Background: an optimization exercise with open tools, aiming at small area, a short achievable clock period and few clock cycles. Do not read the settings as production practice.
Function was checked by simulation only, so behaviour that the tests miss may differ from the original.
Power figures rest on the tool's default switching activity, not on a simulated workload.

==> flow/design.v (excerpt) <==
module sorted_list_pool (
  input  logic        clk_i,
  input  logic        rst_ni,
  input  logic        start,
  input  logic [1:0]  in_kind,
  input  logic [31:0] in_value,
  output logic        busy,
  output logic        res_valid_o,
  output logic [1:0]  res_status,
  output logic [3:0]  res_slot,
  output logic [31:0] res_entry_value,
  output logic [4:0]  res_removed,
  output logic        res_last
);
Size: about 3,500 cells after synthesis, ~810 flip-flops, roughly 83 I/O pins, roughly 43,000 µm² of cells after synthesis.
clock: 8.0 ns
lec_check: 0
cap_margin: 20
core_margin: 2
core_utilization: 45
cts_cluster_diameter: 133
cts_cluster_size: 20
gpl_routability_driven: 0
setup_slack_margin: 5
slew_margin: 20
run.sh (not shown) runs the stock make flow with config.mk's settings and CLKGATE_MAP_FILE= SYNTH_SCRIPT=/design/flow/synth_recipe.tcl, a recipe that flattens the netlist after the stock synthesis.
Testbench counts at the start, summed over its fixed seeds: cycles 8,461.
Next try:
CORE_UTILIZATION = 30   (was 45)
CTS_CLUSTER_DIAMETER = default   (was 133)
CTS_CLUSTER_SIZE = default   (was 20)
GPL_ROUTABILITY_DRIVEN = default   (was 0)
Outcome: The changed run passed the timing, DRC and antenna checks; utilization decreases by 16 points; count of clock-buffer cells in the layout climbs by 36; cell count rose by about 15%; first-iteration DRC count decreases by about 2%; non-clock buffer count is higher by 22; die area climbs by 49%; power rises by 19%; global-route usage went down by 10 points; hold slack gets worse by 0.0064 ns; combinational power climbs by about 2%.
Next try:
CORE_UTILIZATION = 45   (was 30)
CTS_CLUSTER_DIAMETER = 133   (was default)
CTS_CLUSTER_SIZE = 16   (was default)
=>
- The changed run finished clean
- total power decreases by roughly a tenth
- final cell count decreases by roughly a tenth
- area after synthesis is unchanged
Next try:
CTS_CLUSTER_SIZE = 24   (was 16)
Final cell count decreases by 0.45%. Setup slack is worse by 0.0040 ns. Via count increases by 0.34%. Clock skew decreases by 0.019 ns. Power decreases by about 5%. Non-clock buffer count increases by 12. Count of clock-buffer cells in the layout decreases by 30. Worst hold slack is better by 0.0062 ns. Cell area decreases by about 0.5%.
Next try:
CORE_UTILIZATION = 30   (was 45)
CTS_CLUSTER_DIAMETER = default   (was 133)
CTS_CLUSTER_SIZE = default   (was 24)
TNS_END_PERCENT = 10   (was default)
The new run completed without violations.
Count of clock-buffer cells in the layout rises by 59.
Sequential power barely changes.
Wire length rises slightly.
Non-clock buffer count falls by 26.
Core utilization falls by 16 points.
Die area rises by well over a third.
Cell area rises by a few percent.
Worst hold slack loses 0.0086 ns.
Sequential share of layout area falls by 2.1 points.
Power rises by about a fifth.
Register-to-register slack loses 0.06 ns.

## lagoon
Starting RTL as in the previous note.
export LEC_CHECK = 0
export CAP_MARGIN = 20
export CORE_MARGIN = 2
export CORE_UTILIZATION = 45
export CTS_CLUSTER_DIAMETER = 133
export CTS_CLUSTER_SIZE = 24
export PLACE_DENSITY = 0.75
export SETUP_SLACK_MARGIN = 5
export SLEW_MARGIN = 20
create_clock -name core_clock -period 8.0 [get_ports {clk_i}]
Having completed the whole flow, lagoon delivered a layout that passed the timing, DRC and antenna checks.
Testbench counts of lagoon, summed over its fixed seeds: cycles 8,461.
#### Input delta (ember over lagoon)
Settings: CORE_UTILIZATION changed from 45 to 30; PLACE_DENSITY removed (was 0.75).
Findings:
On ember: post-placement setup slack is 0.093 ns higher than what lagoon gave. Total iterations of the first detailed-routing run: lagoon vs ember identical. ember has more setup slack than lagoon. Taking lagoon as the reference point, the worst slack on hold paths of ember rises by 0.0053 ns. On switching part of the total power: ember sits above lagoon. Max final area across ember and lagoon: ember. ember — initial antenna violation count 1 lower, lagoon as reference. Relative to lagoon, the number of rows in the core area measured on ember has increased by more than 10%. Compared with lagoon, ember shows a lower minimum period implied by the final worst setup slack. On clock skew, the higher figure sits with ember, not lagoon.
--- input diff ember..raven ---
Settings: CTS_CLUSTER_SIZE: 24 -> 20; CORE_UTILIZATION: 30 -> 45.
### Flow results
raven ran to completion and came out clean on the timing, DRC and antenna checks.
ember ended up with or3_4 as its slowest library cell on the worst path; raven ended up with dfxtp_4.
On met2 wirelength from detailed routing, the higher figure sits with ember, not raven.
From ember to raven, final setup violation count did not move at all.
Diff ember -> raven | HPWL after detailed placement | decrease of about 3.4%
Combinational cell fraction of total power for raven: 0.8 points down relative to ember
Re synthesis-to-layout area growth: raven is 1.3 points down on ember.
ember was larger in final cell area than raven.
Die area | raven < ember
--- input diff raven..fjord ---
Settings: removing CTS_CLUSTER_SIZE (formerly 20); changing CORE_UTILIZATION from 45 to 50; removing CTS_CLUSTER_DIAMETER (formerly 133).
### Flow results
End point of the critical path = ge_q[8]: raven; end point of the critical path = cur_q[7]: fjord
Relative to raven, final cell utilization of the core has gone up in fjord.
Diff raven -> fjord: fraction of standard cell area in multi-input logic down 1.6 points, initial antenna violation count down 1.
The global-route usage reported for fjord is greater than that of raven by 6.8 points.
Compared with raven, leakage power figure in fjord increased by a few percent.
On combinational share of power: fjord sits below raven.
Post-route fraction of the period consumed by the critical path came out higher on fjord than on raven.

Setup of before:
Starting RTL as in the previous note.
Design sorted_list_pool, start of the top module:
module sorted_list_pool (
  input  logic        clk_i,
  input  logic        rst_ni,
  input  logic        start,
  input  logic [1:0]  in_kind,
  input  logic [31:0] in_value,
  output logic        busy,
  output logic        res_valid_o,
  output logic [1:0]  res_status,
  output logic [3:0]  res_slot,
  output logic [31:0] res_entry_value,
  output logic [4:0]  res_removed,
  output logic        res_last
);
Settings: LEC_CHECK=0, CAP_MARGIN=5, CORE_MARGIN=2, CORE_UTILIZATION=45, CTS_CLUSTER_DIAMETER=133, CTS_CLUSTER_SIZE=20, SETUP_SLACK_MARGIN=5, SLEW_MARGIN=5; clock period 8.0 ns.
Testbench counts of before, summed over its fixed seeds: cycles 8,461.
Inputs modified between before and after:
Settings: putting PLACE_DENSITY at 0.75 where nothing was set; swapping 5 for 20 in SLEW_MARGIN; swapping 5 for 20 in CAP_MARGIN.
==> comparison <==
- On end-of-flow core utilization, the higher figure sits with before, not after.
- A critical-path cell with the highest stage delay of sky130_fd_sc_hd__nor4_1 is what before shows, while sky130_fd_sc_hd__or3b_4 belongs to after.
- before has higher global-route usage than after.
- Summary of after over before: synthesized cell count was more or less identical, sequential cell power flat, critical path depth rose by 1.
- Net switching share of the total power across before and after: no real change.
- From before to after the numbers moved as follows: count of clock-net buffers in the final layout lost 3.6%, worst-case clock skew lost 0.0058 ns, synthesis-to-layout area growth lost 0.65 points, power share of the combinational group neither gained nor lost much, routed wire length lost about 4.5%.

main:
Another version of the RTL of sorted_list_pool (not shown whole).
Size: about 3500 cells after synthesis, roughly 810 flip-flops, about 83 I/O pins.
export LEC_CHECK = 0
export CAP_MARGIN = 20
export CORE_MARGIN = 2
export CORE_UTILIZATION = 30
export CTS_BUF_LIST = sky130_fd_sc_hd__clkbuf_8 sky130_fd_sc_hd__clkbuf_16
export CTS_CLUSTER_DIAMETER = 133
export CTS_CLUSTER_SIZE = 24
export SETUP_SLACK_MARGIN = 5
export SLEW_MARGIN = 20
create_clock -name core_clock -period 8.0 [get_ports {clk_i}]
Testbench counts of main, summed over its fixed seeds: cycles 8,461.
> inputs changed (main -> the feature branch)
- CTS_BUF_LIST no longer set, was sky130_fd_sc_hd__clkbuf_8 sky130_fd_sc_hd__clkbuf_16
==> summary.txt <==
Looking at the feature branch and main, the final design instance area without fill is a wash.
Between the feature branch and main, the total routing usage reported by global routing does not differ in any meaningful way.
Looking at sum of routed wire segments on met1, the feature branch sits 0.31% above main.
Smallest hold slack of main is on par with the feature branch.

Another version of the RTL of sorted_list_pool (not shown whole).
Size: ~800 flip-flops, about 43000 µm² of cells after synthesis.
Design sorted_list_pool, start of the top module:
module sorted_list_pool (
  input  logic        clk_i,
  input  logic        rst_ni,
  input  logic        start,
  input  logic [1:0]  in_kind,
  input  logic [31:0] in_value,
  output logic        busy,
  output logic        res_valid_o,
  output logic [1:0]  res_status,
  output logic [3:0]  res_slot,
  output logic [31:0] res_entry_value,
  output logic [4:0]  res_removed,
  output logic        res_last
);
clock: 8.0 ns
lec_check: 0
cap_margin: 20
core_margin: 2
core_utilization: 45
cts_cluster_diameter: 133
cts_cluster_size: 20
setup_slack_margin: 5
slew_margin: 20
Testbench counts at the start, summed over its fixed seeds: cycles 8,461.
Then changed:
PLACE_DENSITY = 0.75   (was unset)
Maximum frequency came out lower by 0.48%.
Final cell count came out higher by 0.32%.
Clock-buffer cell count came out lower by 2.
Global-route usage came out lower by 1.9 points.

-- port drivers added, routing unchanged --
In the flow no input, the clock included, has a driving cell. The finished layouts below were timed again as built, in two steps.
Step 1 sets driving cells, clkbuf_16 on the clock port and buf_2 on the other inputs (assumed; they add their load-dependent delay and slew).
Step 2 adds t to the input delays and takes it off the output delays; t is the mean of the earliest and latest rising clock arrival at the registers after step 1. Input paths then give back, and output paths get back, about the clock's delay inside the block.
Three values: ideal ports, drivers, drivers and shift; two values: the first two.
run | t (ns) | setup WS [ns] | worst hold slack (ns) | worst setup path after step 2 | latest minus earliest clock arrival (ns)
the first run of note 1 | 0.712 | 4.940 / 4.940 / 4.371 | 0.335 / 0.335 / 0.335 | input to register | 0.025 / 0.025
the second run of note 1 | 0.792 | 4.996 / 4.959 / 4.585 | 0.328 / 0.328 / 0.328 | input to register | 0.053 / 0.053
the third run of note 1 | 0.748 | 4.930 / 4.930 / 4.432 | 0.331 / 0.331 / 0.331 | input to register | 0.057 / 0.057
the fourth run of note 1 | 0.697 | 4.926 / 4.926 / 4.395 | 0.337 / 0.337 / 0.337 | input to register | 0.039 / 0.039
the fifth run of note 1 | 0.786 | 4.803 / 4.731 / 4.483 | 0.329 / 0.329 / 0.329 | input to register | 0.053 / 0.052
lagoon | 0.692 | 4.924 / 4.924 / 4.337 | 0.336 / 0.336 / 0.336 | input to register | 0.055 / 0.055
ember | 0.725 | 4.959 / 4.958 / 4.589 | 0.342 / 0.342 / 0.342 | input to register | 0.070 / 0.070
raven | 0.706 | 4.988 / 4.988 / 4.393 | 0.335 / 0.335 / 0.335 | input to register | 0.040 / 0.040
fjord | 0.748 | 4.894 / 4.894 / 4.318 | 0.328 / 0.328 / 0.328 | input to register | 0.034 / 0.035
before | 0.710 | 4.997 / 4.997 / 4.453 | 0.335 / 0.335 / 0.335 | input to register | 0.042 / 0.041
after | 0.716 | 4.981 / 4.981 / 4.349 | 0.333 / 0.333 / 0.333 | input to register | 0.039 / 0.038
main | 0.703 | 4.905 / 4.905 / 4.505 | 0.335 / 0.335 / 0.335 | input to register | 0.029 / 0.028
the feature branch | 0.704 | 4.865 / 4.865 / 4.509 | 0.335 / 0.335 / 0.335 | input to register | 0.030 / 0.029
the first run of note 5 | 0.748 | 4.857 / 4.857 / 4.857 | 0.334 / 0.334 / 0.334 | register to register | 0.041 / 0.041
the second run of note 5 | 0.721 | 4.842 / 4.842 / 4.842 | 0.325 / 0.325 / 0.325 | register to register | 0.073 / 0.073
After both steps setup and hold are still met in every run listed. The setup slack of after, which loses most, moves by 0.000 ns with the drivers and by -0.632 ns with both steps.
